This design comes from an exercise in tuning for small area, a short achievable clock period and few clock cycles per item on the open sky130 flow, not from production work.
Function was checked by simulation only, so behaviour that the tests miss may differ from the original.
Power and IR drop assume default switching activity.

==> job 2653: inputs <==
// multicycle_alu
module multicycle_alu #(
  parameter int WIDTH         = 32,
  parameter bit SIGNED_MULDIV = 1'b1
) (
  input  logic               clk,
  input  logic               clr,
  input  logic               start,
  input  logic [alu_pkg::OP_BITS-1:0] CONTROL,
  input  logic [WIDTH-1:0]   A,
  input  logic [WIDTH-1:0]   B,
  output logic [WIDTH-1:0]   ZLO,
  output logic [WIDTH-1:0]   ZHI,
  output logic               busy,
  output logic               done,
  output logic               div_by_zero,
  output logic               illegal_op
);
  localparam logic [2:0] S_IDLE  = 3'd0;
  localparam logic [2:0] S_MUL   = 3'd1;
  localparam logic [2:0] S_DABS  = 3'd3;
  localparam logic [2:0] S_DNORM = 3'd4;
  localparam logic [2:0] S_DIV   = 3'd5;
  localparam logic [2:0] S_FIXQ  = 3'd6;
  localparam logic [2:0] S_FIXR  = 3'd7;
  logic [2:0]  state;
  logic [31:0] a_q, b_q;
  logic [11:0] op_q;
  logic        legal_q;
  logic        pend;
  logic [5:0]  cnt;
  logic        nq, nr;
  logic        seen;
  logic        xs_a, xs_na, xs_hi, xs_sh, xs_nhi, xs_nlo;
  logic        c_one, c_two, c_neg, c_cin;
  logic        c_dbl, c_ff;    
  ...
clock: 5.5 ns
lec_check: 0
abc_area: 1
cap_margin: 20
core_margin: 2
core_utilization: 50
setup_slack_margin: 0.2
slew_margin: 20
standard.sh (not shown) runs the stock make flow with config.mk's settings and CLKGATE_MAP_FILE= SYNTH_SCRIPT=/design/flow/synth_recipe.tcl, a recipe that flattens the netlist after the stock synthesis.
==> flow/flow/run.sh <==
#!/bin/bash
# The standard ORFS layout (the standard.sh, standard synthesis included),
# with one change: the port buffers are buf_1 cells instead of the larger
# delay buffers buffer_ports picks by default. Every port still gets its own
# buffer. make's full output goes to run_standard.log in this folder.
set -euo pipefail
bash standard.sh finish \
  "BUFFER_PORTS_ARGS=-buffer_cell sky130_fd_sc_hd__buf_1" \
  > run_standard.log 2>&1
==> inputs of job 7805, as changes to job 2653 <==
--- a/flow/design.v
+++ b/flow/design.v
@@ -81,19 +81,21 @@
   always_comb begin
     swap    = CONTROL[alu_pkg::OP_MUL] && (lenb < lena);
     mplier  = swap ? B : A;
     mlen_in = swap ? lenb : lena;
   end
   bit_len31 u_lena (.y(A[30:0] ^ {31{A[31]}}), .len(lena));
   bit_len31 u_lenb (.y(B[30:0] ^ {31{B[31]}}), .len(lenb));
   logic [6:0] k_raw;
+  logic       a_pow2;
   logic [5:0] k;
   always_comb begin
-    k_raw  = {1'b0, lena} + {6'd0, A[31]} + 7'd1 - {1'b0, lenb};
+    a_pow2 = ((~A >> 1) & A) == '0;
+    k_raw  = {1'b0, lena} + {6'd0, A[31] && a_pow2} + 7'd1 - {1'b0, lenb};
     if (k_raw[6])             k_in = 6'd0;
     else if (k_raw[5:0] > 32) k_in = 6'd32;
     else                      k_in = k_raw[5:0];
     k = cnt;
   end
   logic [4:0]  rot_amt;
   logic [5:0]  thr;
   logic [31:0] rot, tmask, rlo, rhi;
@@ -127,17 +129,26 @@
           | ({34{xs_sh}}  & {2'b00, hi_sh})
           | ({34{xs_nhi}} & ~{2'b00, ZHI})
           | ({34{xs_nlo}} & ~{2'b00, ZLO});
     e_y   = (({34{c_one}} & bext) | ({34{c_two}} & {bext[32:0], 1'b0})) ^ {34{c_neg}};
     sum   = e_x + e_y + {33'd0, c_cin};
     ok    = !sum[33];
   end
   logic        big;
-  always_comb big = |b_q[31:5];
+  logic [31:0] one_res;
+  always_comb begin
+    big = |b_q[31:5];
+    one_res = sum[31:0];
+    if (op_q[alu_pkg::OP_AND])      one_res = a_q & b_q;
+    else if (op_q[alu_pkg::OP_OR])  one_res = a_q | b_q;
+    else if (op_q[alu_pkg::OP_SHR]) one_res = big ? '0 : rlo;
+    else if (op_q[alu_pkg::OP_SHL]) one_res = big ? '0 : rhi;
+    else if (op_q[alu_pkg::OP_ROR] || op_q[alu_pkg::OP_ROL]) one_res = rot;
+  end
   logic [2:0] nstate;
   logic       fin;        
   logic       pre_fin;    
   logic [5:0] rem_n;      
   logic [4:0] nb;         
   logic       nd_one, nd_two, nd_neg, nd_dbl, nd_ff, nd_tail;
   always_comb begin
     nstate   = state;
@@ -184,68 +195,16 @@
         if (nr) nstate = S_FIXR;
         else begin nstate = S_IDLE; fin = 1'b1; end
         pre_fin = nr;
       end
       S_FIXR: begin nstate = S_IDLE; fin = 1'b1; end
       default: ;
     endcase
   end
-  logic        pl, in_mul, in_dbl, in_ff;
-  logic        z_sum, z_and, z_or, z_rlo, z_rhi, z_rot, z_ones, z_m1, z_m2, z_ff, z_div;
-  logic        h_a, h_m1, h_m2, h_ff, h_rlo, h_sum, h_sh;
-  logic        zlo_en, zhi_en;
-  logic [31:0] zlo_n, zhi_n;
-  always_comb begin
-    pl     = pend && legal_q;
-    in_mul = (state == S_MUL);
-    in_ff  = in_mul && c_ff;
-    in_dbl = in_mul && !c_ff && c_dbl;
-    z_sum  = (pl && !op_q[alu_pkg::OP_AND] && !op_q[alu_pkg::OP_OR] && !op_q[alu_pkg::OP_SHR] &&
-              !op_q[alu_pkg::OP_SHL] && !op_q[alu_pkg::OP_ROR] && !op_q[alu_pkg::OP_ROL] &&
-              !op_q[alu_pkg::OP_DIV]) ||
-             (pend && !legal_q && !seen) || (state == S_FIXQ);
-    z_and  = pl && op_q[alu_pkg::OP_AND];
-    z_or   = pl && op_q[alu_pkg::OP_OR];
-    z_rlo  = pl && op_q[alu_pkg::OP_SHR] && !big;
-    z_rhi  = (pl && op_q[alu_pkg::OP_SHL] && !big) || (state == S_DNORM);
-    z_rot  = pl && (op_q[alu_pkg::OP_ROR] || op_q[alu_pkg::OP_ROL]);
-    z_ones = pl && op_q[alu_pkg::OP_DIV] && dz_q;
-    z_m1   = in_mul && !c_ff && !c_dbl;
-    z_m2   = in_dbl;
-    z_ff   = in_ff;
-    z_div  = (state == S_DIV);
-    zlo_en = pl || (pend && !seen) || in_mul || (state == S_DNORM) || z_div || (state == S_FIXQ);
-    zlo_n  = ({32{z_sum}}  & sum[31:0])
-           | ({32{z_and}}  & (a_q & b_q))
-           | ({32{z_or}}   & (a_q | b_q))
-           | ({32{z_rlo}}  & rlo)
-           | ({32{z_rhi}}  & rhi)
-           | ({32{z_rot}}  & rot)
-           | ({32{z_ones}})
-           | ({32{z_m1}}   & {sum[1:0], ZLO[31:2]})
-           | ({32{z_m2}}   & {sum[3:0], ZLO[31:4]})
-           | ({32{z_ff}}   & {ZHI[7:0], ZLO[31:8]})
-           | ({32{z_div}}  & {ZLO[30:0], ok});
-    h_a    = pl && op_q[alu_pkg::OP_DIV];
-    h_m1   = z_m1;
-    h_m2   = z_m2;
-    h_ff   = z_ff;
-    h_rlo  = (state == S_DNORM);
-    h_sum  = (z_div && ok) || (state == S_FIXR);
-    h_sh   = z_div && !ok;
-    zhi_en = pl || (pend && !seen) || in_mul || (state == S_DNORM) || z_div || (state == S_FIXR);
-    zhi_n  = ({32{h_a}}   & a_q)
-           | ({32{h_m1}}  & sum[33:2])
-           | ({32{h_m2}}  & {{2{sum[33]}}, sum[33:4]})
-           | ({32{h_ff}}  & {{8{ZHI[31]}}, ZHI[31:8]})
-           | ({32{h_rlo}} & rlo)
-           | ({32{h_sum}} & sum[31:0])
-           | ({32{h_sh}}  & hi_sh);
-  end
   always_ff @(posedge clk) begin
     if (clr) begin
       state       <= S_IDLE;
       pend        <= 1'b0;
       busy        <= 1'b0;
       done        <= 1'b0;
       seen        <= 1'b0;
       div_by_zero <= 1'b0;
@@ -259,26 +218,57 @@
         div_by_zero <= 1'b0;
         illegal_op  <= 1'b0;
       end
       if (pend) begin
         done <= 1'b1;
         if (!legal_q) begin
           illegal_op  <= 1'b1;
           div_by_zero <= 1'b0;
+          if (!seen) begin
+            ZLO <= sum[31:0];
+            ZHI <= '0;
+          end
         end else if (op_q[alu_pkg::OP_DIV]) begin
+          ZLO         <= {32{dz_q}};
+          ZHI         <= a_q;
           div_by_zero <= dz_q;
           illegal_op  <= 1'b0;
         end else begin
+          ZLO         <= one_res;
+          ZHI         <= '0;
           div_by_zero <= 1'b0;
           illegal_op  <= 1'b0;
         end
       end
-      if (zlo_en) ZLO <= zlo_n;
-      if (zhi_en) ZHI <= zhi_n;
+      case (state)
+        S_MUL: begin
+          if (c_ff) begin
+            ZHI <= {{8{ZHI[31]}}, ZHI[31:8]};
+            ZLO <= {ZHI[7:0], ZLO[31:8]};
+          end else if (c_dbl) begin
+            ZHI <= {{2{sum[33]}}, sum[33:4]};
+            ZLO <= {sum[3:0], ZLO[31:4]};
+          end else begin
+            ZHI <= sum[33:2];
+            ZLO <= {sum[1:0], ZLO[31:2]};
+          end
+        end
+        S_DNORM: begin
+          ZHI <= rlo;
+          ZLO <= rhi;
+        end
+        S_DIV: begin
+          ZHI <= ok ? sum[31:0] : hi_sh;
+          ZLO <= {ZLO[30:0], ok};
+        end
+        S_FIXQ: ZLO <= sum[31:0];
+        S_FIXR: ZHI <= sum[31:0];
+        default: ;
+      endcase
       pend <= acc && !mul_in && !div_in;
       if (acc) begin
         state <= mul_in ? S_MUL : (div_in ? (A[31] ? S_DABS : S_DNORM) : S_IDLE);
         busy  <= mul_in || div_in;
       end
     end
   end
   always_ff @(posedge clk) begin
==> flow/config.mk (replaced) <==
export PLATFORM = sky130hd
export DESIGN_NAME = multicycle_alu
export DESIGN_NICKNAME = multicycle_alu
export VERILOG_FILES = /design/flow/design.v
export SDC_FILE = /design/flow/constraint.sdc
export NUM_CORES = 4
export LEC_CHECK = 0
export ABC_AREA = 1
export CAP_MARGIN = 20
export CORE_MARGIN = 2
export CORE_UTILIZATION = 45
export SETUP_SLACK_MARGIN = 0.6
export SLEW_MARGIN = 20
==> run notes <==
metric	job 7805	job 2653
Number of inserted diodes	9	2
Met3 routing resource usage after global routing	23.1%	18.4%
Outcome	complete, no violations	complete, no violations
Internal power contribution	3070 uW	2830 uW
Dominant cell type by area after synthesis	sky130_fd_sc_hd__nand2_1	sky130_fd_sc_hd__edfxtp_1
Area used by multi-input combinational logic	14500 sq um	11900 sq um
Worst VDD drop	0.279 mV	0.241 mV
Actual slew at the worst max-slew pin	1210 ps	1260 ps
Number of non-clock inverters in the layout	456	375
Switching part of the total power	52.5%	49.2%
Fraction of met1 tracks used by global routing	58.8%	58.4%
Cell area after placement	23200 sq um	19800 sq um
Total routed wirelength	131 mm	93.7 mm
First-pass iteration count of the detailed router	9	10
Tap Cells	607	461
Final setup slack of the worst path	166 ps	283 ps
GRT Total Usage	52.4%	47.9%
Share of synthesized cell area in full adder, half adder and majority cells	4.17%	4.78%
Growth of design area from synthesis to finish	15.0%	13.7%
Fraction of final layout cells with drive strength greater than 1	10.6%	8.41%
Per-instance average area after synthesis	6.10 sq um	6.54 sq um
Routing usage on met2	74.7%	70.8%
Sequential-to-total area share from yosys stat	21.2%	24.7%
Die footprint	48800 sq um	38000 sq um
Leakage power figure	0.0108 uW	0.00903 uW
Testbench counts of job 2653, summed over its fixed seeds: cycles 39,530, ops 8,000.
Testbench counts of job 7805, summed over its fixed seeds: cycles 38,767, ops 8,000.

## what the ideal ports hide
The results above use ideal ports. As a check the final layouts listed here were re-extracted and re-timed, cells and wires unchanged.
Step 1 sets driving cells, clkbuf_16 on the clock port and buf_2 on the other inputs (assumed; they add their load-dependent delay and slew).
Step 2 adds t to the input delays and takes it off the output delays; t is the mean of the earliest and latest rising clock arrival at the registers after step 1. Input paths then give back, and output paths get back, about the clock's delay inside the block.
a / b / c = ideal ports / drivers / drivers and shift; a / b = the first two.
| run | t, ns | slack for setup (ns) | pins driven straight from the clock port |
|---|---|---|---|
| job 2653 | 0.538 | 0.283 / 0.297 / -0.241 | 1 |
| job 7805 | 0.591 | 0.166 / 0.188 / -0.402 | 1 |
With both steps, setup timing fails in job 2653 and job 7805, where it was met with ideal ports. For job 7805, which loses most, drivers alone change the setup slack by +0.022 ns; drivers and shift together by -0.568 ns.
